Source: an optimization exercise on an open RTL-to-GDS flow (aim: small area, a short achievable clock period and few clock cycles). Production flows keep margins and buffers that such runs may drop. Function was checked by simulation only, so behaviour that the tests miss may differ from the original.

<file path="flow/constraint.sdc">
create_clock -name core_clock -period 9.0 [get_ports {clk}]
set_input_delay 1.8000 -clock core_clock [delete_from_list [all_inputs] [get_ports {clk}]]
set_output_delay 1.8000 -clock core_clock [all_outputs]
set_load 0.01 [all_outputs]
</file>
<file path="flow/design.v">
`timescale 1ns/100ps
`default_nettype none
package dur_pkg;
	typedef logic [3:0] rate_code_t;
	typedef logic [3:0] rate_idx_t;
	typedef logic [15:0] dur_t;         
	typedef logic [11:0] frame_len_t;   
	typedef logic [7:0]  resp_len_t;    
	typedef enum logic {
		dur_bcast  = 1'b0,
		dur_single = 1'b1
	} dur_kind_t;
	localparam int NUM_RATES      = 12;
	localparam int FIRST_OFDM_IDX = 4;
	localparam int OFDM_PREAMBLE_US = 16;
	localparam int OFDM_SIGNAL_US   = 4;
	localparam int OFDM_SYMBOL_US   = 4;
	localparam int SIGNAL_EXT_US    = 6;
	localparam int SERVICE_BITS     = 16;
	localparam int TAIL_BITS        = 6;
	localparam int CCK_LONG_PLCP_US  = 192;
	localparam int CCK_SHORT_PLCP_US = 96;
	localparam int INV_FRAC_BITS = 8;  
	function automatic rate_idx_t rate_code_to_index(input rate_code_t code);
		rate_idx_t idx;
		if (code[3]) begin
			idx = rate_idx_t'(code[1:0]);  
		end else begin
			case (code[2:0])
				3'd0: idx = 4'd10;  
				3'd1: idx = 4'd8;   
				3'd2: idx = 4'd6;   
				3'd3: idx = 4'd4;   
				3'd4: idx = 4'd11;  
				3'd5: idx = 4'd9;   
				3'd6: idx = 4'd7;   
				default: idx = 4'd5;  
			endcase
		end
		rate_code_to_index = idx;
	endfunction
endpackage
`default_nettype wire
`timescale 1ns/100ps
`default_nettype none
module basic_rate_sel (
	input  dur_pkg::rate_idx_t            data_idx,
	input  wire logic [dur_pkg::NUM_RATES-1:0] basic_rate_set,
	output dur_pkg::rate_idx_t                 resp_idx
);
	dur_pkg::rate_idx_t floor_idx;
	assign floor_idx = (data_idx < dur_pkg::rate_idx_t'(dur_pkg::FIRST_OFDM_IDX)) ?
		dur_pkg::rate_idx_t'(0) : dur_pkg::rate_idx_t'(dur_pkg::FIRST_OFDM_IDX);
	always_comb begin
		resp_idx = floor_idx;
		for (int i = 0; i < dur_pkg::NUM_RATES; i++) begin
			if (basic_rate_set[i] && dur_pkg::rate_idx_t'(i) >= floor_idx &&
				dur_pkg::rate_idx_t'(i) <= data_idx)
				resp_idx = dur_pkg::rate_idx_t'(i);  
		end
	end
endmodule
`default_nettype wire
`timescale 1ns/100ps
`timescale 1ns/100ps
`default_nettype none
module frame_airtime (
	input  wire logic [18:3] nb,
	input  wire logic [15:0] w,
	input  wire logic [23:0] k,
	output logic [23:0] a
);
	logic p3_0;
	logic p3_1;
	logic p3_2;
	logic p3_3;
	logic p3_4;
	logic p3_5;
	logic p3_6;
	logic p3_7;
	logic p3_8;
	logic p3_9;
	logic p3_10;
	logic p3_11;
	logic p3_12;
	logic p3_13;
	logic p3_14;
	logic p3_15;
	logic p4_0;
	logic p4_1;
	logic p4_2;
	logic p4_3;
	logic p4_4;
	logic p4_5;
	logic p4_6;
	logic p4_7;
	logic p4_8;
	logic p4_9;
	logic p4_10;
	logic p4_11;
	logic p4_12;
	logic p4_13;
	logic p4_14;
	logic p4_15;
	logic p5_0;
	logic p5_1;
	logic p5_2;
	logic p5_3;
	logic p5_4;
	logic p5_5;
	logic p5_6;
	logic p5_7;
	logic p5_8;
	logic p5_9;
	logic p5_10;
	logic p5_11;
	logic p5_12;
	logic p5_13;
	logic p5_14;
	logic p5_15;
	logic p6_0;
	logic p6_1;
	logic p6_2;
	logic p6_3;
	logic p6_4;
	logic p6_5;
	logic p6_6;
	logic p6_7;
	logic p6_8;
	logic p6_9;
	logic p6_10;
	logic p6_11;
	logic p6_12;
	logic p6_13;
	logic p6_14;
	logic p6_15;
	logic p7_0;
	logic p7_1;
	logic p7_2;
	logic p7_3;
	logic p7_4;
	logic p7_5;
	logic p7_6;
	logic p7_7;
	logic p7_8;
	logic p7_9;
	logic p7_10;
	logic p7_11;
	logic p7_12;
	logic p7_13;
	logic p7_14;
	logic p7_15;
	logic p8_0;
	logic p8_1;
	logic p8_2;
	logic p8_3;
	logic p8_4;
	logic p8_5;
	logic p8_6;
	logic p8_7;
	logic p8_8;
	logic p8_9;
	logic p8_10;
	logic p8_11;
	logic p8_12;
	logic p8_13;
	logic p8_14;
	logic p8_15;
	logic p9_0;
	logic p9_1;
	logic p9_2;
	logic p9_3;
	logic p9_4;
	logic p9_5;
	logic p9_6;
	logic p9_7;
	logic p9_8;
	logic p9_9;
	logic p9_10;
	logic p9_11;
	logic p9_12;
	logic p9_13;
	logic p9_14;
	logic p10_0;
	logic p10_1;
	logic p10_2;
	logic p10_3;
	logic p10_4;
	logic p10_5;
	logic p10_6;
	logic p10_7;
	logic p10_8;
	logic p10_9;
	logic p10_10;
	logic p10_11;
	logic p10_12;
	logic p10_13;
	logic p11_0;
	logic p11_1;
	logic p11_2;
	logic p11_3;
	logic p11_4;
	logic p11_5;
	logic p11_6;
	logic p11_7;
	logic p11_8;
	logic p11_9;
	logic p11_10;
	logic p11_11;
	logic p11_12;
	logic p12_0;
	logic p12_1;
	logic p12_2;
	logic p12_3;
	logic p12_4;
	logic p12_5;
	logic p12_6;
	logic p12_7;
	logic p12_8;
	logic p12_9;
	logic p12_10;
	logic p12_11;
	logic p13_0;
	logic p13_1;
	logic p13_2;
	logic p13_3;
	logic p13_4;
	logic p13_5;
	logic p13_6;
	logic p13_7;
	logic p13_8;
	logic p13_9;
	logic p13_10;
	logic p14_0;
	logic p14_1;
	logic p14_2;
	logic p14_3;
	logic p14_4;
	logic p14_5;
	logic p14_6;
	logic p14_7;
	logic p14_8;
	logic p14_9;
	logic p15_0;
	logic p15_1;
	logic p15_2;
	logic p15_3;
	logic p15_4;
	logic p15_5;
	logic p15_6;
	logic p15_7;
	logic p15_8;
	logic p16_0;
	logic p16_1;
	logic p16_2;
	logic p16_3;
	logic p16_4;
	logic p16_5;
	logic p16_6;
	logic p16_7;
	logic p17_0;
	logic p17_1;
	logic p17_2;
	logic p17_3;
	logic p17_4;
	logic p17_5;
	logic p17_6;
	logic p18_0;
	logic p18_1;
	logic p18_2;
	logic p18_3;
	logic p18_4;
	logic p18_5;
	logic kn0;
	logic kn1;
	logic kn2;
	logic kn3;
	logic kn4;
	logic kn5;
	logic kn6;
	logic kn7;
	logic kn8;
	logic kn9;
	logic kn10;
	logic kn11;
	logic kn12;
	logic kn13;
	logic kn14;
	logic kn15;
	logic kn16;
	logic kn17;
	logic kn18;
	logic kn19;
	logic kn20;
	logic kn21;
	logic kn22;
	logic kn23;
	logic s1;
	logic c1;
	logic s2;
	logic c2;
	logic s3;
	logic c3;
	logic s4;
	logic c4;
	logic s5;
	logic c5;
	logic s6;
	logic c6;
	logic s7;
	logic c7;
	logic s8;
	logic c8;
	logic s9;
	logic c9;
	logic s10;
	logic c10;
	logic s11;
	logic c11;
	logic s12;
	logic c12;
	logic s13;
	logic c13;
	logic s14;
	logic c14;
	logic s15;
	logic c15;
	logic s16;
	logic c16;
	logic s17;
	logic c17;
	logic s18;
	logic c18;
	logic s19;
	logic c19;
	logic s20;
	logic c20;
	logic s21;
	logic c21;
	logic s22;
	logic c22;
	logic s23;
	logic c23;
	logic s24;
	logic c24;
	logic s25;
	logic c25;
	logic s26;
	logic c26;
	logic s27;
	logic c27;
	logic s28;
	logic c28;
	logic s29;
	logic c29;
	logic s30;
	logic c30;
	logic s31;
	logic c31;
	logic s32;
	logic c32;
	logic s33;
	logic c33;
	logic s34;
	logic c34;
	logic s35;
	logic c35;
	logic s36;
	logic c36;
	logic s37;
	logic c37;
	logic s38;
	logic c38;
	logic s39;
	logic c39;
	logic s40;
	logic c40;
	logic s41;
	logic c41;
	logic s42;
	logic c42;
	logic s43;
	logic c43;
	logic s44;
	logic c44;
	logic s45;
	logic c45;
	logic s46;
	logic c46;
	logic s47;
	logic c47;
	logic s48;
	logic c48;
	logic s49;
	logic c49;
	logic s50;
	logic c50;
	logic s51;
	logic c51;
	logic s52;
	logic c52;
	logic s53;
	logic c53;
	logic s54;
	logic c54;
	logic s55;
	logic c55;
	logic s56;
	logic c56;
	logic s57;
	logic c57;
	logic s58;
	logic c58;
	logic s59;
	logic c59;
	logic s60;
	logic c60;
	logic s61;
	logic c61;
	logic s62;
	logic c62;
	logic s63;
	logic c63;
	logic s64;
	logic c64;
	logic s65;
	logic c65;
	logic s66;
	logic c66;
	logic s67;
	logic c67;
	logic s68;
	logic c68;
	logic s69;
	logic c69;
	logic s70;
	logic c70;
	logic s71;
	logic c71;
	logic s72;
	logic c72;
	logic s73;
	logic c73;
	logic s74;
	logic c74;
	logic s75;
	logic c75;
	logic s76;
	logic c76;
	logic s77;
	logic c77;
	logic s78;
	logic c78;
	logic s79;
	logic c79;
	logic s80;
	logic c80;
	logic s81;
	logic c81;
	logic s82;
	logic c82;
	logic s83;
	logic c83;
	logic s84;
	logic c84;
	logic s85;
	logic c85;
	logic s86;
	logic c86;
	logic s87;
	logic c87;
	logic s88;
	logic c88;
	logic s89;
	logic c89;
	logic s90;
	logic c90;
	logic s91;
	logic c91;
	logic s92;
	logic c92;
	logic s93;
	logic c93;
	logic s94;
	logic c94;
	logic s95;
	logic c95;
	logic s96;
	logic c96;
	logic s97;
	logic c97;
	logic s98;
	logic c98;
	logic s99;
	logic c99;
	logic s100;
	logic c100;
	logic s101;
	logic c101;
	logic s102;
	logic c102;
	logic s103;
	logic c103;
	logic s104;
	logic c104;
	logic s105;
	logic c105;
	logic s106;
	logic c106;
	logic s107;
	logic c107;
	logic s108;
	logic c108;
	logic s109;
	logic c109;
	logic s110;
	logic c110;
	logic s111;
	logic c111;
	logic s112;
	logic c112;
	logic s113;
	logic c113;
	logic s114;
	logic c114;
	logic s115;
	logic c115;
	logic s116;
	logic c116;
	logic s117;
	logic c117;
	logic s118;
	logic c118;
	logic s119;
	logic c119;
	logic s120;
	logic c120;
	logic s121;
	logic c121;
	logic s122;
	logic c122;
	logic s123;
	logic c123;
	logic s124;
	logic c124;
	logic s125;
	logic c125;
	logic s126;
	logic c126;
	logic s127;
	logic c127;
	logic s128;
	logic c128;
	logic s129;
	logic c129;
	logic s130;
	logic c130;
	logic s131;
	logic c131;
	logic s132;
	logic c132;
	logic s133;
	logic c133;
	logic s134;
	logic c134;
	logic s135;
	logic c135;
	logic s136;
	logic c136;
	logic s137;
	logic c137;
	logic s138;
	logic c138;
	logic s139;
	logic c139;
	logic s140;
	logic c140;
	logic s141;
	logic c141;
	logic s142;
	logic c142;
	logic s143;
	logic c143;
	logic s144;
	logic c144;
	logic s145;
	logic c145;
	logic s146;
	logic c146;
	logic s147;
	logic c147;
	logic s148;
	logic c148;
	logic s149;
	logic c149;
	logic s150;
	logic c150;
	logic s151;
	logic c151;
	logic s152;
	logic c152;
	logic s153;
	logic c153;
	logic s154;
	logic c154;
	logic s155;
	logic c155;
	logic s156;
	logic c156;
	logic s157;
	logic c157;
	logic s158;
	logic c158;
	logic s159;
	logic c159;
	logic s160;
	logic c160;
	logic s161;
	logic c161;
	logic s162;
	logic c162;
	logic s163;
	logic c163;
	logic s164;
	logic c164;
	logic s165;
	logic c165;
	logic s166;
	logic c166;
	logic s167;
	logic c167;
	logic s168;
	logic c168;
	logic s169;
	logic c169;
	logic s170;
	logic c170;
	logic s171;
	logic c171;
	logic s172;
	logic c172;
	logic s173;
	logic c173;
	logic s174;
	logic c174;
	logic s175;
	logic c175;
	logic s176;
	logic c176;
	logic s177;
	logic c177;
	logic s178;
	logic c178;
	logic s179;
	logic c179;
	logic s180;
	logic c180;
	logic s181;
	logic c181;
	logic s182;
	logic c182;
	logic s183;
	logic c183;
	logic s184;
	logic c184;
	logic s185;
	logic c185;
	assign p3_0 = ~(nb[3] & w[0]);
	assign p3_1 = ~(nb[3] & w[1]);
	assign p3_2 = ~(nb[3] & w[2]);
	assign p3_3 = ~(nb[3] & w[3]);
	assign p3_4 = ~(nb[3] & w[4]);
	assign p3_5 = ~(nb[3] & w[5]);
	assign p3_6 = ~(nb[3] & w[6]);
	assign p3_7 = ~(nb[3] & w[7]);
	assign p3_8 = ~(nb[3] & w[8]);
	assign p3_9 = ~(nb[3] & w[9]);
	assign p3_10 = ~(nb[3] & w[10]);
	assign p3_11 = ~(nb[3] & w[11]);
	assign p3_12 = ~(nb[3] & w[12]);
	assign p3_13 = ~(nb[3] & w[13]);
	assign p3_14 = ~(nb[3] & w[14]);
	assign p3_15 = ~(nb[3] & w[15]);
	assign p4_0 = ~(nb[4] & w[0]);
	assign p4_1 = ~(nb[4] & w[1]);
	assign p4_2 = ~(nb[4] & w[2]);
	assign p4_3 = ~(nb[4] & w[3]);
	assign p4_4 = ~(nb[4] & w[4]);
	assign p4_5 = ~(nb[4] & w[5]);
	assign p4_6 = ~(nb[4] & w[6]);
	assign p4_7 = ~(nb[4] & w[7]);
	assign p4_8 = ~(nb[4] & w[8]);
	assign p4_9 = ~(nb[4] & w[9]);
	assign p4_10 = ~(nb[4] & w[10]);
	assign p4_11 = ~(nb[4] & w[11]);
	assign p4_12 = ~(nb[4] & w[12]);
	assign p4_13 = ~(nb[4] & w[13]);
	assign p4_14 = ~(nb[4] & w[14]);
	assign p4_15 = ~(nb[4] & w[15]);
	assign p5_0 = ~(nb[5] & w[0]);
	assign p5_1 = ~(nb[5] & w[1]);
	assign p5_2 = ~(nb[5] & w[2]);
	assign p5_3 = ~(nb[5] & w[3]);
	assign p5_4 = ~(nb[5] & w[4]);
	assign p5_5 = ~(nb[5] & w[5]);
	assign p5_6 = ~(nb[5] & w[6]);
	assign p5_7 = ~(nb[5] & w[7]);
	assign p5_8 = ~(nb[5] & w[8]);
	assign p5_9 = ~(nb[5] & w[9]);
	assign p5_10 = ~(nb[5] & w[10]);
	assign p5_11 = ~(nb[5] & w[11]);
	assign p5_12 = ~(nb[5] & w[12]);
	assign p5_13 = ~(nb[5] & w[13]);
	assign p5_14 = ~(nb[5] & w[14]);
	assign p5_15 = ~(nb[5] & w[15]);
	assign p6_0 = ~(nb[6] & w[0]);
	assign p6_1 = ~(nb[6] & w[1]);
	assign p6_2 = ~(nb[6] & w[2]);
	assign p6_3 = ~(nb[6] & w[3]);
	assign p6_4 = ~(nb[6] & w[4]);
	assign p6_5 = ~(nb[6] & w[5]);
	assign p6_6 = ~(nb[6] & w[6]);
	assign p6_7 = ~(nb[6] & w[7]);
	assign p6_8 = ~(nb[6] & w[8]);
	assign p6_9 = ~(nb[6] & w[9]);
	assign p6_10 = ~(nb[6] & w[10]);
	assign p6_11 = ~(nb[6] & w[11]);
	assign p6_12 = ~(nb[6] & w[12]);
	assign p6_13 = ~(nb[6] & w[13]);
	assign p6_14 = ~(nb[6] & w[14]);
	assign p6_15 = ~(nb[6] & w[15]);
	assign p7_0 = ~(nb[7] & w[0]);
	assign p7_1 = ~(nb[7] & w[1]);
	assign p7_2 = ~(nb[7] & w[2]);
	assign p7_3 = ~(nb[7] & w[3]);
	assign p7_4 = ~(nb[7] & w[4]);
	assign p7_5 = ~(nb[7] & w[5]);
	assign p7_6 = ~(nb[7] & w[6]);
	assign p7_7 = ~(nb[7] & w[7]);
	assign p7_8 = ~(nb[7] & w[8]);
	assign p7_9 = ~(nb[7] & w[9]);
	assign p7_10 = ~(nb[7] & w[10]);
	assign p7_11 = ~(nb[7] & w[11]);
	assign p7_12 = ~(nb[7] & w[12]);
	assign p7_13 = ~(nb[7] & w[13]);
	assign p7_14 = ~(nb[7] & w[14]);
	assign p7_15 = ~(nb[7] & w[15]);
	assign p8_0 = ~(nb[8] & w[0]);
	assign p8_1 = ~(nb[8] & w[1]);
	assign p8_2 = ~(nb[8] & w[2]);
	assign p8_3 = ~(nb[8] & w[3]);
	assign p8_4 = ~(nb[8] & w[4]);
	assign p8_5 = ~(nb[8] & w[5]);
	assign p8_6 = ~(nb[8] & w[6]);
	assign p8_7 = ~(nb[8] & w[7]);
	assign p8_8 = ~(nb[8] & w[8]);
	assign p8_9 = ~(nb[8] & w[9]);
	assign p8_10 = ~(nb[8] & w[10]);
	assign p8_11 = ~(nb[8] & w[11]);
	assign p8_12 = ~(nb[8] & w[12]);
	assign p8_13 = ~(nb[8] & w[13]);
	assign p8_14 = ~(nb[8] & w[14]);
	assign p8_15 = ~(nb[8] & w[15]);
	assign p9_0 = ~(nb[9] & w[0]);
	assign p9_1 = ~(nb[9] & w[1]);
	assign p9_2 = ~(nb[9] & w[2]);
	assign p9_3 = ~(nb[9] & w[3]);
	assign p9_4 = ~(nb[9] & w[4]);
	assign p9_5 = ~(nb[9] & w[5]);
	assign p9_6 = ~(nb[9] & w[6]);
	assign p9_7 = ~(nb[9] & w[7]);
	assign p9_8 = ~(nb[9] & w[8]);
	assign p9_9 = ~(nb[9] & w[9]);
	assign p9_10 = ~(nb[9] & w[10]);
	assign p9_11 = ~(nb[9] & w[11]);
	assign p9_12 = ~(nb[9] & w[12]);
	assign p9_13 = ~(nb[9] & w[13]);
	assign p9_14 = ~(nb[9] & w[14]);
	assign p10_0 = ~(nb[10] & w[0]);
	assign p10_1 = ~(nb[10] & w[1]);
	assign p10_2 = ~(nb[10] & w[2]);
	assign p10_3 = ~(nb[10] & w[3]);
	assign p10_4 = ~(nb[10] & w[4]);
	assign p10_5 = ~(nb[10] & w[5]);
	assign p10_6 = ~(nb[10] & w[6]);
	assign p10_7 = ~(nb[10] & w[7]);
	assign p10_8 = ~(nb[10] & w[8]);
	assign p10_9 = ~(nb[10] & w[9]);
	assign p10_10 = ~(nb[10] & w[10]);
	assign p10_11 = ~(nb[10] & w[11]);
	assign p10_12 = ~(nb[10] & w[12]);
	assign p10_13 = ~(nb[10] & w[13]);
	assign p11_0 = ~(nb[11] & w[0]);
	assign p11_1 = ~(nb[11] & w[1]);
	assign p11_2 = ~(nb[11] & w[2]);
	assign p11_3 = ~(nb[11] & w[3]);
	assign p11_4 = ~(nb[11] & w[4]);
	assign p11_5 = ~(nb[11] & w[5]);
	assign p11_6 = ~(nb[11] & w[6]);
	assign p11_7 = ~(nb[11] & w[7]);
	assign p11_8 = ~(nb[11] & w[8]);
	assign p11_9 = ~(nb[11] & w[9]);
	assign p11_10 = ~(nb[11] & w[10]);
	assign p11_11 = ~(nb[11] & w[11]);
	assign p11_12 = ~(nb[11] & w[12]);
	assign p12_0 = ~(nb[12] & w[0]);
	assign p12_1 = ~(nb[12] & w[1]);
	assign p12_2 = ~(nb[12] & w[2]);
	assign p12_3 = ~(nb[12] & w[3]);
	assign p12_4 = ~(nb[12] & w[4]);
	assign p12_5 = ~(nb[12] & w[5]);
	assign p12_6 = ~(nb[12] & w[6]);
	assign p12_7 = ~(nb[12] & w[7]);
	assign p12_8 = ~(nb[12] & w[8]);
	assign p12_9 = ~(nb[12] & w[9]);
	assign p12_10 = ~(nb[12] & w[10]);
	assign p12_11 = ~(nb[12] & w[11]);
	assign p13_0 = ~(nb[13] & w[0]);
	assign p13_1 = ~(nb[13] & w[1]);
	assign p13_2 = ~(nb[13] & w[2]);
	assign p13_3 = ~(nb[13] & w[3]);
	assign p13_4 = ~(nb[13] & w[4]);
	assign p13_5 = ~(nb[13] & w[5]);
	assign p13_6 = ~(nb[13] & w[6]);
	assign p13_7 = ~(nb[13] & w[7]);
	assign p13_8 = ~(nb[13] & w[8]);
	assign p13_9 = ~(nb[13] & w[9]);
	assign p13_10 = ~(nb[13] & w[10]);
	assign p14_0 = ~(nb[14] & w[0]);
	assign p14_1 = ~(nb[14] & w[1]);
	assign p14_2 = ~(nb[14] & w[2]);
	assign p14_3 = ~(nb[14] & w[3]);
	assign p14_4 = ~(nb[14] & w[4]);
	assign p14_5 = ~(nb[14] & w[5]);
	assign p14_6 = ~(nb[14] & w[6]);
	assign p14_7 = ~(nb[14] & w[7]);
	assign p14_8 = ~(nb[14] & w[8]);
	assign p14_9 = ~(nb[14] & w[9]);
	assign p15_0 = ~(nb[15] & w[0]);
	assign p15_1 = ~(nb[15] & w[1]);
	assign p15_2 = ~(nb[15] & w[2]);
	assign p15_3 = ~(nb[15] & w[3]);
	assign p15_4 = ~(nb[15] & w[4]);
	assign p15_5 = ~(nb[15] & w[5]);
	assign p15_6 = ~(nb[15] & w[6]);
	assign p15_7 = ~(nb[15] & w[7]);
	assign p15_8 = ~(nb[15] & w[8]);
	assign p16_0 = ~(nb[16] & w[0]);
	assign p16_1 = ~(nb[16] & w[1]);
	assign p16_2 = ~(nb[16] & w[2]);
	assign p16_3 = ~(nb[16] & w[3]);
	assign p16_4 = ~(nb[16] & w[4]);
	assign p16_5 = ~(nb[16] & w[5]);
	assign p16_6 = ~(nb[16] & w[6]);
	assign p16_7 = ~(nb[16] & w[7]);
	assign p17_0 = ~(nb[17] & w[0]);
	assign p17_1 = ~(nb[17] & w[1]);
	assign p17_2 = ~(nb[17] & w[2]);
	assign p17_3 = ~(nb[17] & w[3]);
	assign p17_4 = ~(nb[17] & w[4]);
	assign p17_5 = ~(nb[17] & w[5]);
	assign p17_6 = ~(nb[17] & w[6]);
	assign p18_0 = ~(nb[18] & w[0]);
	assign p18_1 = ~(nb[18] & w[1]);
	assign p18_2 = ~(nb[18] & w[2]);
	assign p18_3 = ~(nb[18] & w[3]);
	assign p18_4 = ~(nb[18] & w[4]);
	assign p18_5 = ~(nb[18] & w[5]);
	assign kn0 = ~k[0];
	assign kn1 = ~k[1];
	assign kn2 = ~k[2];
	assign kn3 = ~k[3];
	assign kn4 = ~k[4];
	assign kn5 = ~k[5];
	assign kn6 = ~k[6];
	assign kn7 = ~k[7];
	assign kn8 = ~k[8];
	assign kn9 = ~k[9];
	assign kn10 = ~k[10];
	assign kn11 = ~k[11];
	assign kn12 = ~k[12];
	assign kn13 = ~k[13];
	assign kn14 = ~k[14];
	assign kn15 = ~k[15];
	assign kn16 = ~k[16];
	assign kn17 = ~k[17];
	assign kn18 = ~k[18];
	assign kn19 = ~k[19];
	assign kn20 = ~k[20];
	assign kn21 = ~k[21];
	assign kn22 = ~k[22];
	assign kn23 = ~k[23];
	assign s1 = ~(kn15 ^ p3_12);
	assign c1 = kn15 | p3_12;
	assign s2 = kn16 ^ p3_13 ^ p4_12;
	assign c2 = (kn16 & p3_13) | (kn16 & p4_12) | (p3_13 & p4_12);
	assign s3 = ~(p5_11 ^ p6_10);
	assign c3 = p5_11 | p6_10;
	assign s4 = kn17 ^ p3_14 ^ p4_13;
	assign c4 = (kn17 & p3_14) | (kn17 & p4_13) | (p3_14 & p4_13);
	assign s5 = p5_12 ^ p6_11 ^ p7_10;
	assign c5 = (p5_12 & p6_11) | (p5_12 & p7_10) | (p6_11 & p7_10);
	assign s6 = ~(p8_9 ^ p9_8);
	assign c6 = p8_9 | p9_8;
	assign s7 = kn18 ^ p3_15 ^ p4_14;
	assign c7 = (kn18 & p3_15) | (kn18 & p4_14) | (p3_15 & p4_14);
	assign s8 = p5_13 ^ p6_12 ^ p7_11;
	assign c8 = (p5_13 & p6_12) | (p5_13 & p7_11) | (p6_12 & p7_11);
	assign s9 = p8_10 ^ p9_9 ^ p10_8;
	assign c9 = (p8_10 & p9_9) | (p8_10 & p10_8) | (p9_9 & p10_8);
	assign s10 = ~(p11_7 ^ p12_6);
	assign c10 = p11_7 | p12_6;
	assign s11 = kn19 ^ p4_15 ^ p5_14;
	assign c11 = (kn19 & p4_15) | (kn19 & p5_14) | (p4_15 & p5_14);
	assign s12 = p6_13 ^ p7_12 ^ p8_11;
	assign c12 = (p6_13 & p7_12) | (p6_13 & p8_11) | (p7_12 & p8_11);
	assign s13 = p9_10 ^ p10_9 ^ p11_8;
	assign c13 = (p9_10 & p10_9) | (p9_10 & p11_8) | (p10_9 & p11_8);
	assign s14 = ~(p12_7 ^ p13_6);
	assign c14 = p12_7 | p13_6;
	assign s15 = kn20 ^ p5_15 ^ p6_14;
	assign c15 = (kn20 & p5_15) | (kn20 & p6_14) | (p5_15 & p6_14);
	assign s16 = p7_13 ^ p8_12 ^ p9_11;
	assign c16 = (p7_13 & p8_12) | (p7_13 & p9_11) | (p8_12 & p9_11);
	assign s17 = p10_10 ^ p11_9 ^ p12_8;
	assign c17 = (p10_10 & p11_9) | (p10_10 & p12_8) | (p11_9 & p12_8);
	assign s18 = kn21 ^ p6_15 ^ p7_14;
	assign c18 = (kn21 & p6_15) | (kn21 & p7_14) | (p6_15 & p7_14);
	assign s19 = p8_13 ^ p9_12 ^ p10_11;
	assign c19 = (p8_13 & p9_12) | (p8_13 & p10_11) | (p9_12 & p10_11);
	assign s20 = kn22 ^ p7_15 ^ p8_14;
	assign c20 = (kn22 & p7_15) | (kn22 & p8_14) | (p7_15 & p8_14);
	assign s21 = ~(kn11 ^ p3_8);
	assign c21 = kn11 | p3_8;
	assign s22 = kn12 ^ p3_9 ^ p4_8;
	assign c22 = (kn12 & p3_9) | (kn12 & p4_8) | (p3_9 & p4_8);
	assign s23 = ~(p5_7 ^ p6_6);
	assign c23 = p5_7 | p6_6;
	assign s24 = kn13 ^ p3_10 ^ p4_9;
	assign c24 = (kn13 & p3_10) | (kn13 & p4_9) | (p3_10 & p4_9);
	assign s25 = p5_8 ^ p6_7 ^ p7_6;
	assign c25 = (p5_8 & p6_7) | (p5_8 & p7_6) | (p6_7 & p7_6);
	assign s26 = ~(p8_5 ^ p9_4);
	assign c26 = p8_5 | p9_4;
	assign s27 = kn14 ^ p3_11 ^ p4_10;
	assign c27 = (kn14 & p3_11) | (kn14 & p4_10) | (p3_11 & p4_10);
	assign s28 = p5_9 ^ p6_8 ^ p7_7;
	assign c28 = (p5_9 & p6_8) | (p5_9 & p7_7) | (p6_8 & p7_7);
	assign s29 = p8_6 ^ p9_5 ^ p10_4;
	assign c29 = (p8_6 & p9_5) | (p8_6 & p10_4) | (p9_5 & p10_4);
	assign s30 = ~(p11_3 ^ p12_2);
	assign c30 = p11_3 | p12_2;
	assign s31 = p4_11 ^ p5_10 ^ p6_9;
	assign c31 = (p4_11 & p5_10) | (p4_11 & p6_9) | (p5_10 & p6_9);
	assign s32 = p7_8 ^ p8_7 ^ p9_6;
	assign c32 = (p7_8 & p8_7) | (p7_8 & p9_6) | (p8_7 & p9_6);
	assign s33 = p10_5 ^ p11_4 ^ p12_3;
	assign c33 = (p10_5 & p11_4) | (p10_5 & p12_3) | (p11_4 & p12_3);
	assign s34 = p13_2 ^ p14_1 ^ p15_0;
	assign c34 = (p13_2 & p14_1) | (p13_2 & p15_0) | (p14_1 & p15_0);
	assign s35 = p7_9 ^ p8_8 ^ p9_7;
	assign c35 = (p7_9 & p8_8) | (p7_9 & p9_7) | (p8_8 & p9_7);
	assign s36 = p10_6 ^ p11_5 ^ p12_4;
	assign c36 = (p10_6 & p11_5) | (p10_6 & p12_4) | (p11_5 & p12_4);
	assign s37 = p13_3 ^ p14_2 ^ p15_1;
	assign c37 = (p13_3 & p14_2) | (p13_3 & p15_1) | (p14_2 & p15_1);
	assign s38 = p16_0 ^ c1 ^ s2;
	assign c38 = (p16_0 & c1) | (p16_0 & s2) | (c1 & s2);
	assign s39 = p10_7 ^ p11_6 ^ p12_5;
	assign c39 = (p10_7 & p11_6) | (p10_7 & p12_5) | (p11_6 & p12_5);
	assign s40 = p13_4 ^ p14_3 ^ p15_2;
	assign c40 = (p13_4 & p14_3) | (p13_4 & p15_2) | (p14_3 & p15_2);
	assign s41 = p16_1 ^ p17_0 ^ c2;
	assign c41 = (p16_1 & p17_0) | (p16_1 & c2) | (p17_0 & c2);
	assign s42 = c3 ^ s4 ^ s5;
	assign c42 = (c3 & s4) | (c3 & s5) | (s4 & s5);
	assign s43 = p13_5 ^ p14_4 ^ p15_3;
	assign c43 = (p13_5 & p14_4) | (p13_5 & p15_3) | (p14_4 & p15_3);
	assign s44 = p16_2 ^ p17_1 ^ p18_0;
	assign c44 = (p16_2 & p17_1) | (p16_2 & p18_0) | (p17_1 & p18_0);
	assign s45 = c4 ^ c5 ^ c6;
	assign c45 = (c4 & c5) | (c4 & c6) | (c5 & c6);
	assign s46 = s7 ^ s8 ^ s9;
	assign c46 = (s7 & s8) | (s7 & s9) | (s8 & s9);
	assign s47 = p14_5 ^ p15_4 ^ p16_3;
	assign c47 = (p14_5 & p15_4) | (p14_5 & p16_3) | (p15_4 & p16_3);
	assign s48 = p17_2 ^ p18_1 ^ c7;
	assign c48 = (p17_2 & p18_1) | (p17_2 & c7) | (p18_1 & c7);
	assign s49 = c8 ^ c9 ^ c10;
	assign c49 = (c8 & c9) | (c8 & c10) | (c9 & c10);
	assign s50 = s11 ^ s12 ^ s13;
	assign c50 = (s11 & s12) | (s11 & s13) | (s12 & s13);
	assign s51 = p13_7 ^ p14_6 ^ p15_5;
	assign c51 = (p13_7 & p14_6) | (p13_7 & p15_5) | (p14_6 & p15_5);
	assign s52 = p16_4 ^ p17_3 ^ p18_2;
	assign c52 = (p16_4 & p17_3) | (p16_4 & p18_2) | (p17_3 & p18_2);
	assign s53 = c11 ^ c12 ^ c13;
	assign c53 = (c11 & c12) | (c11 & c13) | (c12 & c13);
	assign s54 = c14 ^ s15 ^ s16;
	assign c54 = (c14 & s15) | (c14 & s16) | (s15 & s16);
	assign s55 = p11_10 ^ p12_9 ^ p13_8;
	assign c55 = (p11_10 & p12_9) | (p11_10 & p13_8) | (p12_9 & p13_8);
	assign s56 = p14_7 ^ p15_6 ^ p16_5;
	assign c56 = (p14_7 & p15_6) | (p14_7 & p16_5) | (p15_6 & p16_5);
	assign s57 = p17_4 ^ p18_3 ^ c15;
	assign c57 = (p17_4 & p18_3) | (p17_4 & c15) | (p18_3 & c15);
	assign s58 = c16 ^ c17 ^ s18;
	assign c58 = (c16 & c17) | (c16 & s18) | (c17 & s18);
	assign s59 = p9_13 ^ p10_12 ^ p11_11;
	assign c59 = (p9_13 & p10_12) | (p9_13 & p11_11) | (p10_12 & p11_11);
	assign s60 = p12_10 ^ p13_9 ^ p14_8;
	assign c60 = (p12_10 & p13_9) | (p12_10 & p14_8) | (p13_9 & p14_8);
	assign s61 = p15_7 ^ p16_6 ^ p17_5;
	assign c61 = (p15_7 & p16_6) | (p15_7 & p17_5) | (p16_6 & p17_5);
	assign s62 = p18_4 ^ c18 ^ c19;
	assign c62 = (p18_4 & c18) | (p18_4 & c19) | (c18 & c19);
	assign s63 = kn23 ^ p8_15 ^ p9_14;
	assign c63 = (kn23 & p8_15) | (kn23 & p9_14) | (p8_15 & p9_14);
	assign s64 = p10_13 ^ p11_12 ^ p12_11;
	assign c64 = (p10_13 & p11_12) | (p10_13 & p12_11) | (p11_12 & p12_11);
	assign s65 = p13_10 ^ p14_9 ^ p15_8;
	assign c65 = (p13_10 & p14_9) | (p13_10 & p15_8) | (p14_9 & p15_8);
	assign s66 = p16_7 ^ p17_6 ^ p18_5;
	assign c66 = (p16_7 & p17_6) | (p16_7 & p18_5) | (p17_6 & p18_5);
	assign s67 = ~(kn8 ^ p3_5);
	assign c67 = kn8 | p3_5;
	assign s68 = kn9 ^ p3_6 ^ p4_5;
	assign c68 = (kn9 & p3_6) | (kn9 & p4_5) | (p3_6 & p4_5);
	assign s69 = ~(p5_4 ^ p6_3);
	assign c69 = p5_4 | p6_3;
	assign s70 = kn10 ^ p3_7 ^ p4_6;
	assign c70 = (kn10 & p3_7) | (kn10 & p4_6) | (p3_7 & p4_6);
	assign s71 = p5_5 ^ p6_4 ^ p7_3;
	assign c71 = (p5_5 & p6_4) | (p5_5 & p7_3) | (p6_4 & p7_3);
	assign s72 = ~(p8_2 ^ p9_1);
	assign c72 = p8_2 | p9_1;
	assign s73 = p4_7 ^ p5_6 ^ p6_5;
	assign c73 = (p4_7 & p5_6) | (p4_7 & p6_5) | (p5_6 & p6_5);
	assign s74 = p7_4 ^ p8_3 ^ p9_2;
	assign c74 = (p7_4 & p8_3) | (p7_4 & p9_2) | (p8_3 & p9_2);
	assign s75 = p10_1 ^ p11_0 ^ s21;
	assign c75 = (p10_1 & p11_0) | (p10_1 & s21) | (p11_0 & s21);
	assign s76 = p7_5 ^ p8_4 ^ p9_3;
	assign c76 = (p7_5 & p8_4) | (p7_5 & p9_3) | (p8_4 & p9_3);
	assign s77 = p10_2 ^ p11_1 ^ p12_0;
	assign c77 = (p10_2 & p11_1) | (p10_2 & p12_0) | (p11_1 & p12_0);
	assign s78 = c21 ^ s22 ^ s23;
	assign c78 = (c21 & s22) | (c21 & s23) | (s22 & s23);
	assign s79 = p10_3 ^ p11_2 ^ p12_1;
	assign c79 = (p10_3 & p11_2) | (p10_3 & p12_1) | (p11_2 & p12_1);
	assign s80 = p13_0 ^ c22 ^ c23;
	assign c80 = (p13_0 & c22) | (p13_0 & c23) | (c22 & c23);
	assign s81 = s24 ^ s25 ^ s26;
	assign c81 = (s24 & s25) | (s24 & s26) | (s25 & s26);
	assign s82 = p13_1 ^ p14_0 ^ c24;
	assign c82 = (p13_1 & p14_0) | (p13_1 & c24) | (p14_0 & c24);
	assign s83 = c25 ^ c26 ^ s27;
	assign c83 = (c25 & c26) | (c25 & s27) | (c26 & s27);
	assign s84 = s28 ^ s29 ^ s30;
	assign c84 = (s28 & s29) | (s28 & s30) | (s29 & s30);
	assign s85 = c27 ^ c28 ^ c29;
	assign c85 = (c27 & c28) | (c27 & c29) | (c28 & c29);
	assign s86 = c30 ^ s31 ^ s32;
	assign c86 = (c30 & s31) | (c30 & s32) | (s31 & s32);
	assign s87 = s33 ^ s34 ^ s1;
	assign c87 = (s33 & s34) | (s33 & s1) | (s34 & s1);
	assign s88 = c31 ^ c32 ^ c33;
	assign c88 = (c31 & c32) | (c31 & c33) | (c32 & c33);
	assign s89 = c34 ^ s35 ^ s36;
	assign c89 = (c34 & s35) | (c34 & s36) | (s35 & s36);
	assign s90 = s37 ^ s3 ^ s38;
	assign c90 = (s37 & s3) | (s37 & s38) | (s3 & s38);
	assign s91 = c35 ^ c36 ^ c37;
	assign c91 = (c35 & c36) | (c35 & c37) | (c36 & c37);
	assign s92 = s39 ^ s40 ^ s6;
	assign c92 = (s39 & s40) | (s39 & s6) | (s40 & s6);
	assign s93 = c38 ^ s41 ^ s42;
	assign c93 = (c38 & s41) | (c38 & s42) | (s41 & s42);
	assign s94 = c39 ^ c40 ^ s43;
	assign c94 = (c39 & c40) | (c39 & s43) | (c40 & s43);
	assign s95 = s44 ^ s10 ^ c41;
	assign c95 = (s44 & s10) | (s44 & c41) | (s10 & c41);
	assign s96 = c42 ^ s45 ^ s46;
	assign c96 = (c42 & s45) | (c42 & s46) | (s45 & s46);
	assign s97 = c43 ^ c44 ^ s47;
	assign c97 = (c43 & c44) | (c43 & s47) | (c44 & s47);
	assign s98 = s14 ^ c45 ^ c46;
	assign c98 = (s14 & c45) | (s14 & c46) | (c45 & c46);
	assign s99 = s48 ^ s49 ^ s50;
	assign c99 = (s48 & s49) | (s48 & s50) | (s49 & s50);
	assign s100 = c47 ^ s51 ^ s52;
	assign c100 = (c47 & s51) | (c47 & s52) | (s51 & s52);
	assign s101 = s17 ^ c48 ^ c49;
	assign c101 = (s17 & c48) | (s17 & c49) | (c48 & c49);
	assign s102 = c50 ^ s53 ^ s54;
	assign c102 = (c50 & s53) | (c50 & s54) | (s53 & s54);
	assign s103 = c51 ^ c52 ^ s55;
	assign c103 = (c51 & c52) | (c51 & s55) | (c52 & s55);
	assign s104 = s56 ^ s19 ^ c53;
	assign c104 = (s56 & s19) | (s56 & c53) | (s19 & c53);
	assign s105 = c54 ^ s57 ^ s58;
	assign c105 = (c54 & s57) | (c54 & s58) | (s57 & s58);
	assign s106 = c55 ^ c56 ^ s59;
	assign c106 = (c55 & c56) | (c55 & s59) | (c56 & s59);
	assign s107 = s60 ^ s61 ^ s20;
	assign c107 = (s60 & s61) | (s60 & s20) | (s61 & s20);
	assign s108 = c57 ^ c58 ^ s62;
	assign c108 = (c57 & c58) | (c57 & s62) | (c58 & s62);
	assign s109 = c59 ^ c60 ^ c61;
	assign c109 = (c59 & c60) | (c59 & c61) | (c60 & c61);
	assign s110 = s63 ^ s64 ^ s65;
	assign c110 = (s63 & s64) | (s63 & s65) | (s64 & s65);
	assign s111 = s66 ^ c20 ^ c62;
	assign c111 = (s66 & c20) | (s66 & c62) | (c20 & c62);
	assign s112 = ~(kn6 ^ p3_3);
	assign c112 = kn6 | p3_3;
	assign s113 = kn7 ^ p3_4 ^ p4_3;
	assign c113 = (kn7 & p3_4) | (kn7 & p4_3) | (p3_4 & p4_3);
	assign s114 = ~(p5_2 ^ p6_1);
	assign c114 = p5_2 | p6_1;
	assign s115 = p4_4 ^ p5_3 ^ p6_2;
	assign c115 = (p4_4 & p5_3) | (p4_4 & p6_2) | (p5_3 & p6_2);
	assign s116 = p7_1 ^ p8_0 ^ s67;
	assign c116 = (p7_1 & p8_0) | (p7_1 & s67) | (p8_0 & s67);
	assign s117 = p7_2 ^ p8_1 ^ p9_0;
	assign c117 = (p7_2 & p8_1) | (p7_2 & p9_0) | (p8_1 & p9_0);
	assign s118 = c67 ^ s68 ^ s69;
	assign c118 = (c67 & s68) | (c67 & s69) | (s68 & s69);
	assign s119 = p10_0 ^ c68 ^ c69;
	assign c119 = (p10_0 & c68) | (p10_0 & c69) | (c68 & c69);
	assign s120 = s70 ^ s71 ^ s72;
	assign c120 = (s70 & s71) | (s70 & s72) | (s71 & s72);
	assign s121 = c70 ^ c71 ^ c72;
	assign c121 = (c70 & c71) | (c70 & c72) | (c71 & c72);
	assign s122 = s73 ^ s74 ^ s75;
	assign c122 = (s73 & s74) | (s73 & s75) | (s74 & s75);
	assign s123 = c73 ^ c74 ^ s76;
	assign c123 = (c73 & c74) | (c73 & s76) | (c74 & s76);
	assign s124 = s77 ^ c75 ^ s78;
	assign c124 = (s77 & c75) | (s77 & s78) | (c75 & s78);
	assign s125 = c76 ^ c77 ^ s79;
	assign c125 = (c76 & c77) | (c76 & s79) | (c77 & s79);
	assign s126 = c78 ^ s80 ^ s81;
	assign c126 = (c78 & s80) | (c78 & s81) | (s80 & s81);
	assign s127 = c79 ^ c80 ^ c81;
	assign c127 = (c79 & c80) | (c79 & c81) | (c80 & c81);
	assign s128 = s82 ^ s83 ^ s84;
	assign c128 = (s82 & s83) | (s82 & s84) | (s83 & s84);
	assign s129 = c82 ^ c83 ^ c84;
	assign c129 = (c82 & c83) | (c82 & c84) | (c83 & c84);
	assign s130 = s85 ^ s86 ^ s87;
	assign c130 = (s85 & s86) | (s85 & s87) | (s86 & s87);
	assign s131 = c85 ^ c86 ^ c87;
	assign c131 = (c85 & c86) | (c85 & c87) | (c86 & c87);
	assign s132 = s88 ^ s89 ^ s90;
	assign c132 = (s88 & s89) | (s88 & s90) | (s89 & s90);
	assign s133 = c88 ^ c89 ^ s91;
	assign c133 = (c88 & c89) | (c88 & s91) | (c89 & s91);
	assign s134 = s92 ^ c90 ^ s93;
	assign c134 = (s92 & c90) | (s92 & s93) | (c90 & s93);
	assign s135 = c91 ^ c92 ^ s94;
	assign c135 = (c91 & c92) | (c91 & s94) | (c92 & s94);
	assign s136 = c93 ^ s95 ^ s96;
	assign c136 = (c93 & s95) | (c93 & s96) | (s95 & s96);
	assign s137 = c94 ^ s97 ^ c95;
	assign c137 = (c94 & s97) | (c94 & c95) | (s97 & c95);
	assign s138 = c96 ^ s98 ^ s99;
	assign c138 = (c96 & s98) | (c96 & s99) | (s98 & s99);
	assign s139 = c97 ^ s100 ^ c98;
	assign c139 = (c97 & s100) | (c97 & c98) | (s100 & c98);
	assign s140 = c99 ^ s101 ^ s102;
	assign c140 = (c99 & s101) | (c99 & s102) | (s101 & s102);
	assign s141 = c100 ^ s103 ^ c101;
	assign c141 = (c100 & s103) | (c100 & c101) | (s103 & c101);
	assign s142 = c102 ^ s104 ^ s105;
	assign c142 = (c102 & s104) | (c102 & s105) | (s104 & s105);
	assign s143 = c103 ^ s106 ^ s107;
	assign c143 = (c103 & s106) | (c103 & s107) | (s106 & s107);
	assign s144 = c104 ^ c105 ^ s108;
	assign c144 = (c104 & c105) | (c104 & s108) | (c105 & s108);
	assign s145 = c106 ^ c107 ^ s109;
	assign c145 = (c106 & c107) | (c106 & s109) | (c107 & s109);
	assign s146 = s110 ^ c108 ^ s111;
	assign c146 = (s110 & c108) | (s110 & s111) | (c108 & s111);
	assign s147 = ~(kn5 ^ p3_2);
	assign c147 = kn5 | p3_2;
	assign s148 = p4_2 ^ p5_1 ^ p6_0;
	assign c148 = (p4_2 & p5_1) | (p4_2 & p6_0) | (p5_1 & p6_0);
	assign s149 = p7_0 ^ c112 ^ s113;
	assign c149 = (p7_0 & c112) | (p7_0 & s113) | (c112 & s113);
	assign s150 = c113 ^ c114 ^ s115;
	assign c150 = (c113 & c114) | (c113 & s115) | (c114 & s115);
	assign s151 = c115 ^ s117 ^ c116;
	assign c151 = (c115 & s117) | (c115 & c116) | (s117 & c116);
	assign s152 = c117 ^ c118 ^ s119;
	assign c152 = (c117 & c118) | (c117 & s119) | (c118 & s119);
	assign s153 = c119 ^ c120 ^ s121;
	assign c153 = (c119 & c120) | (c119 & s121) | (c120 & s121);
	assign s154 = c121 ^ s123 ^ c122;
	assign c154 = (c121 & s123) | (c121 & c122) | (s123 & c122);
	assign s155 = c123 ^ s125 ^ c124;
	assign c155 = (c123 & s125) | (c123 & c124) | (s125 & c124);
	assign s156 = c125 ^ c126 ^ s127;
	assign c156 = (c125 & c126) | (c125 & s127) | (c126 & s127);
	assign s157 = c127 ^ c128 ^ s129;
	assign c157 = (c127 & c128) | (c127 & s129) | (c128 & s129);
	assign s158 = c129 ^ c130 ^ s131;
	assign c158 = (c129 & c130) | (c129 & s131) | (c130 & s131);
	assign s159 = c131 ^ s133 ^ c132;
	assign c159 = (c131 & s133) | (c131 & c132) | (s133 & c132);
	assign s160 = c133 ^ s135 ^ c134;
	assign c160 = (c133 & s135) | (c133 & c134) | (s135 & c134);
	assign s161 = c135 ^ c136 ^ s137;
	assign c161 = (c135 & c136) | (c135 & s137) | (c136 & s137);
	assign s162 = c137 ^ c138 ^ s139;
	assign c162 = (c137 & c138) | (c137 & s139) | (c138 & s139);
	assign s163 = c139 ^ c140 ^ s141;
	assign c163 = (c139 & c140) | (c139 & s141) | (c140 & s141);
	assign s164 = s143 ^ c141 ^ c142;
	assign c164 = (s143 & c141) | (s143 & c142) | (c141 & c142);
	assign s165 = c143 ^ s145 ^ c144;
	assign c165 = (c143 & s145) | (c143 & c144) | (s145 & c144);
	assign s166 = ~(kn4 ^ p3_1);
	assign c166 = kn4 | p3_1;
	assign s167 = p4_1 ^ p5_0 ^ s147;
	assign c167 = (p4_1 & p5_0) | (p4_1 & s147) | (p5_0 & s147);
	assign s168 = c147 ^ s148 ^ s112;
	assign c168 = (c147 & s148) | (c147 & s112) | (s148 & s112);
	assign s169 = c148 ^ s114 ^ s149;
	assign c169 = (c148 & s114) | (c148 & s149) | (s114 & s149);
	assign s170 = c149 ^ s150 ^ s116;
	assign c170 = (c149 & s150) | (c149 & s116) | (s150 & s116);
	assign s171 = c150 ^ s118 ^ s151;
	assign c171 = (c150 & s118) | (c150 & s151) | (s118 & s151);
	assign s172 = s120 ^ c151 ^ s152;
	assign c172 = (s120 & c151) | (s120 & s152) | (c151 & s152);
	assign s173 = c152 ^ s153 ^ s122;
	assign c173 = (c152 & s153) | (c152 & s122) | (s153 & s122);
	assign s174 = c153 ^ s124 ^ s154;
	assign c174 = (c153 & s124) | (c153 & s154) | (s124 & s154);
	assign s175 = s126 ^ c154 ^ s155;
	assign c175 = (s126 & c154) | (s126 & s155) | (c154 & s155);
	assign s176 = s128 ^ c155 ^ s156;
	assign c176 = (s128 & c155) | (s128 & s156) | (c155 & s156);
	assign s177 = s130 ^ c156 ^ s157;
	assign c177 = (s130 & c156) | (s130 & s157) | (c156 & s157);
	assign s178 = c157 ^ s158 ^ s132;
	assign c178 = (c157 & s158) | (c157 & s132) | (s158 & s132);
	assign s179 = c158 ^ s134 ^ s159;
	assign c179 = (c158 & s134) | (c158 & s159) | (s134 & s159);
	assign s180 = s136 ^ c159 ^ s160;
	assign c180 = (s136 & c159) | (s136 & s160) | (c159 & s160);
	assign s181 = s138 ^ c160 ^ s161;
	assign c181 = (s138 & c160) | (s138 & s161) | (c160 & s161);
	assign s182 = s140 ^ c161 ^ s162;
	assign c182 = (s140 & c161) | (s140 & s162) | (c161 & s162);
	assign s183 = s142 ^ c162 ^ s163;
	assign c183 = (s142 & c162) | (s142 & s163) | (c162 & s163);
	assign s184 = s144 ^ c163 ^ s164;
	assign c184 = (s144 & c163) | (s144 & s164) | (c163 & s164);
	assign s185 = s146 ^ c164 ^ s165;
	assign c185 = (s146 & c164) | (s146 & s165) | (c164 & s165);
	logic [23:0] rn0, rn1;
	assign rn0 = {c184, c183, c182, c181, c180, c179, c178, c177, c176, c175, c174, c173, c172, c171, c170, c169, c168, c167, c166, s166, kn3, kn2, kn1, kn0};
	assign rn1 = {s185, s184, s183, s182, s181, s180, s179, s178, s177, s176, s175, s174, s173, s172, s171, s170, s169, s168, s167, p4_0, p3_0, 1'b1, 1'b1, 1'b1};
	assign a = ~rn0 + ~rn1;
endmodule
`default_nettype wire
`timescale 1ns/100ps
`timescale 1ns/100ps
`default_nettype none
module tx_duration #(
	parameter int INV_W = 16
) (
	input  wire logic                 clk,
	input  wire logic                 arst_n,
	input  wire logic                 start,
	input  dur_pkg::dur_kind_t            dur_kind,
	input  dur_pkg::rate_code_t           data_rate,
	input  dur_pkg::resp_len_t            resp_len,
	input  dur_pkg::frame_len_t           next_len,
	input  wire logic                 long_pre,
	input  wire logic [dur_pkg::NUM_RATES-1:0] basic_rate_set,
	input  dur_pkg::dur_t                 sifs,
	output logic                      tab_en,
	output dur_pkg::rate_idx_t                 tab_addr,
	input  wire logic [INV_W-1:0]     tab_data,
	output logic                      dur_valid,
	output dur_pkg::dur_t                      dur,
	output dur_pkg::rate_idx_t                 resp_rate
);
	dur_pkg::rate_idx_t data_idx;
	dur_pkg::rate_idx_t resp_idx;
	logic s_rd;    
	logic s_d1;    
	logic s_d2;    
	logic idle;
	logic has_resp, has_next, both, go;
	logic is_ofdm;
	logic nxt_resp, nxt_dbl;
	dur_pkg::frame_len_t nxt_len;
	logic [15:0] nbits;
	logic [18:3] nb_q;
	logic [1:0] shamt;
	logic [15:0] lomask;
	logic [23:0] kadd, acc;
	dur_pkg::dur_t cst, part, pre, sum;
	assign data_idx = dur_pkg::rate_code_to_index(data_rate);
	basic_rate_sel sel0 (
		.data_idx(data_idx), .basic_rate_set(basic_rate_set), .resp_idx(resp_idx)
	);
	assign has_resp = |resp_len;
	assign has_next = |next_len;
	assign both     = has_resp & has_next;
	assign idle     = ~(s_rd | s_d1 | s_d2);
	assign go       = idle & start & (dur_kind == dur_pkg::dur_single) & (has_resp | has_next);
	assign is_ofdm  = ~data_rate[3];
	always_ff @(posedge clk or negedge arst_n) begin
		if (!arst_n) begin
			s_rd      <= 1'b0;
			s_d1      <= 1'b0;
			s_d2      <= 1'b0;
			tab_en    <= 1'b0;
			dur_valid <= 1'b0;
		end else begin
			s_rd      <= go;
			s_d1      <= s_rd;
			s_d2      <= s_d1 & both;
			tab_en    <= go | (s_rd & both);
			dur_valid <= (idle & start & ~go) | (s_d1 & ~both) | s_d2;
		end
	end
	assign nxt_resp = s_d1 | ~has_next;    
	assign nxt_dbl  = s_d1;
	assign nxt_len  = nxt_resp ? dur_pkg::frame_len_t'(resp_len) : next_len;
	assign nbits    = {1'b0, nxt_len, 3'b000} + (is_ofdm ? 16'd22 : 16'd0);
	assign cst      = is_ofdm ? 16'd26 : (long_pre ? 16'd192 : 16'd96);
	assign part     = cst + sifs;
	assign pre      = both ? part + {part[14:0], 1'b0} : part;
	always_ff @(posedge clk) begin
		nb_q <= 16'((19'(nbits) << {is_ofdm, nxt_dbl}) >> 3);
	end
	assign shamt  = {is_ofdm, s_d2};
	assign lomask = ~(16'hffff << shamt);
	assign kadd   = {dur & ~lomask, 8'h00} | (24'hff << shamt);
	frame_airtime air0 (
		.nb(nb_q), .w(tab_data), .k(kadd), .a(acc)
	);
	assign sum = (acc[23:8] & ~lomask) | (dur & lomask);
	always_ff @(posedge clk) begin
		if (idle)
			tab_addr <= (dur_kind == dur_pkg::dur_bcast) ? dur_pkg::rate_idx_t'(0) :
				(has_next ? data_idx : resp_idx);
		else
			tab_addr <= resp_idx;
		if (s_d1 | s_d2)
			dur <= sum;
		else if (s_rd)
			dur <= pre;
		else
			dur <= '0;
	end
	assign resp_rate = tab_addr;
endmodule
`default_nettype wire
</file>
<file path="flow/config.mk">
export PLATFORM = sky130hd
export DESIGN_NAME = tx_duration
export DESIGN_NICKNAME = tx_duration
export VERILOG_FILES = /design/flow/design.v
export SDC_FILE = /design/flow/constraint.sdc
export NUM_CORES = 4
export LEC_CHECK = 0
export CAP_MARGIN = 20
export CORE_MARGIN = 2
export CORE_UTILIZATION = 40
export SLEW_MARGIN = 20
</file>
<file path="flow/run.sh">
#!/bin/bash
# synth_recipe.tcl (not shown) runs the flow's synth.tcl, then flattens the netlist and writes it again
# the make line also repeats each setting of config.mk as NAME=value (left out here)
make -C /OpenROAD-flow-scripts/flow DESIGN_CONFIG=/design/flow/config.mk WORK_HOME=/design/flow/orfs CLKGATE_MAP_FILE= SYNTH_SCRIPT=/design/flow/synth_recipe.tcl finish
</file>
==> summary.txt <==
==> area by class of cell <==
| class | count | area [µm²] |
|---|---|---|
| repair buffers | 104 | 1021 |
| inverters | 170 | 638.1 |
| clock buffers | 5 | 125.1 |
| multi-input cells | 816 | 7496 |
| fillers | 2248 | 12110 |
| clock inverters | 3 | 21.27 |
| well taps | 285 | 356.6 |
| flip-flops and latches | 41 | 875.8 |
==> synthesized netlist by cell type (5+ instances only) <==
master    count
a211oi_1      8
a21o_1       10
a21oi_1      37
and2_1      127
and3_1        5
buf_2         6
clkbuf_1     32
dfrtp_1       5
dfxtp_1      33
fa_1        157
ha_1         57
inv_1       168
mux2i_1      15
nand2_1     121
nand3_1      19
nand4_1       9
nor2_1       48
nor2b_1       6
nor3_1       15
o21a_1        6
o21ai_0      10
o21ai_1      16
o22ai_1       9
or3_1         6
xnor2_1      41
xor2_1       28
==> sequential cells by signal (all words and copies together), names as in the netlist, named ones only <==
register   cells
tab_addr       4
s_d2           1
dur_valid      1
s_rd           1
s_d1           1
dur           13
tab_en         1
nb_q          16
==> worst max-delay path, cell delays in order <==
cell and delay, ns:
clkdlybuf4s50_1 0.88, and2_1 0.43, fa_1 0.44, fa_1 0.46
fa_1 0.51, inv_1 0.06, fa_1 0.47, fa_1 0.49
inv_1 0.04, ha_1 0.31, a21o_1 0.19, a31o_1 0.20
a22oi_1 0.25, o211ai_1 0.18, a31oi_1 0.32, xnor2_1 0.24
o22ai_1 0.13, a41o_1 0.23
==> worst paths after layout <==
path | from | to | slack, ns | cells after the start
setup / recovery | tab_data[3] | dur[14] | 1.56 | 18
hold / removal | s_rd | s_d1 | 0.67 | 0
setup reg to reg | nb_q[3] | dur[14] | 3.06 | 19
hold reg to reg | s_rd | s_d1 | 0.67 | 0
max in group asynchronous | arst_n | s_rd | 7.08 | 1
min in group asynchronous | arst_n | tab_en | 1.73 | 1
==> placed cells by master, fill, tap and decap left out, types with 5 or more instances in the layout <==
cell type        count
or3_1                6
clkdlybuf4s50_1     96
nand2_1            121
nor3_1              15
nand4_1              9
o22ai_1              9
and2_1             127
o21ai_0             10
clkbuf_16            5
nor2b_1              6
a21o_1              10
o21ai_1             16
buf_4                8
xnor2_1             41
xor2_1              28
dfxtp_1             33
inv_1              168
a21oi_1             37
fa_1               157
dfrtp_1              5
and3_1               5
a211oi_1             8
nor2_1              48
nand3_1             19
mux2i_1             15
o21a_1               6
ha_1                57
==> kinds of logic (layout without fill, tap and decap cells) <==
kind of cell,count (synthesis),in the layout,synth area share (%)
muxes,19,19,2.240
AOI/OAI and AO/OA,138,138,9.870
and+or+nand+nor,375,375,20.78
DFF,41,41,9.503
buffers and inverters,217,282,9.164
adders and majority gates,214,214,41.84
other,1,1,0.04069
xor gates and xnor gates,69,69,6.557
==> metal layers <==
metal	share of wire (%)	routed length, µm
met1	45	11040
met2	47	11750
met3	6.1	1500
met4	1.9	479
met5	0	0
==> summary.txt <==
Clk_skew - 0.007433 ns
Cell Rows - 55
Busiest grt layer - met2
Clock sink total - 41
GRT Util Overall - 21.71%
Initial antenna violation count - 0
Setup slack after placement - 1.303 ns
IO Port Bufs - 96
Setup TNS - 0 ns
Final Instance Area - 10530 µm²
Worst-skew pair later-pin latency - 0.29 ns
Die area - 24270 µm²
Fin. Hold Viols - 0
PnR worst setup slack - 1.557 ns
Clock slew seen by the registers of the worst setup and hold paths - 0.06 ns
Gpl congestion - 0.8495
Via count - 7536
Synth area leader - fa_1
Critical Path Fanout Max - 16
Status - no timing/DRC/antenna violations
Diode count - 0
Synth top area share - 34.10%
Synth area leaders - fa_1, and2_1, ha_1
H-tree levels - 2
Setup-failing EPs final - 0
Post-Layout Cell Count - 1424
Period utilization - 82.70%
CP arrival - 7.63 ns
CTS max path bufs - 2
Fmax - 134.4 MHz
RSZ-0062 raised after global routing - false
DRC violations left - 0
TritonCTS clock tree - done
Final max-slew violation count - 0
Grt total ovfl - 0
Vias in the first global route - 7615
Yosys reg bits - 41
Synth warnings - 2
Max transition margin - 39.61%
Distinct cells, synth - 65
Tightest Pin Transition - 0.9058 ns
Hold_ws - 0.6711 ns
Initial DRC count - 431
Largest net degree at the start of global routing - 27
Top Ports - 99
Post-Place Cells - 1416
Hold Buf Count CTS - 0
Initial Utilization - 40.71%
Met1 Use GR - 30.80%
Post-CTS Resized - 0
WS Path Type - input port to flop
Sequential-to-total area share from yosys stat - 9.503%
Cells after Synth - 1074
Maxcap violations - 0
M3 GR Usage - 2.778%
Clock root buffer - clkbuf_16
Ys flop type - dfxtp_1
First-pass GRT wire length - 40920 µm
Final nets - 1425
Crit path launch type - input port
Async S/R FF share, synth - 12.20%
Dpl hpwl - 19330 µm
Area of the mapped netlist - 9216 µm²
Hold crit path type - flop to flop
Post-Syn Nets - 1361
Die Y - 155.8 µm
DR pass1 iterations - 5
Layout Utilization - 46.53%
WP data required - 9.19 ns
Wire length per cell - 17.40 µm
Detailed Route WL - 24770 µm
Share of cells above drive strength 1 - 2.809%
Placed Area - 10390 µm²
Core area - 22640 µm²
Final Critical Period - 7.443 ns
Setup bufs post-CTS - 0
CP endpoint kind - flop
Clock buffers created by TritonCTS - 5
Area Overhead vs Synth - 14.30%
Via/cell ratio - 5.292
Post-DRT Antenna Nets - 0
Met2 GRT Util - 35.82%
Post-synth EDFFs - 3
Die X - 155.8 µm
Mapped Avg Cell Area - 8.581 µm²
Testbench counts, summed over its fixed seeds: cycles 7,504.

[re-timing with driven ports]
The results above use ideal ports. As a check the final layout listed here was re-extracted and re-timed, cells and wires unchanged.
Step 1, drivers: a clkbuf_16 drives clk and a buf_2 each remaining input, both assumed.
Step 2 also shifts input and output timing later by t, the mid clock arrival at the registers, as if the neighbouring blocks saw the same clock.
Three values: ideal ports, drivers, drivers and shift; two values: the first two.
shift t [ns]: 0.333
slack for setup (ns): 1.557 / 1.577 / 1.244
worst setup path at the end: input to register
After both steps setup and hold are still met in this run. The setup slack of this run moves by +0.020 ns with the drivers and by -0.313 ns with both steps.
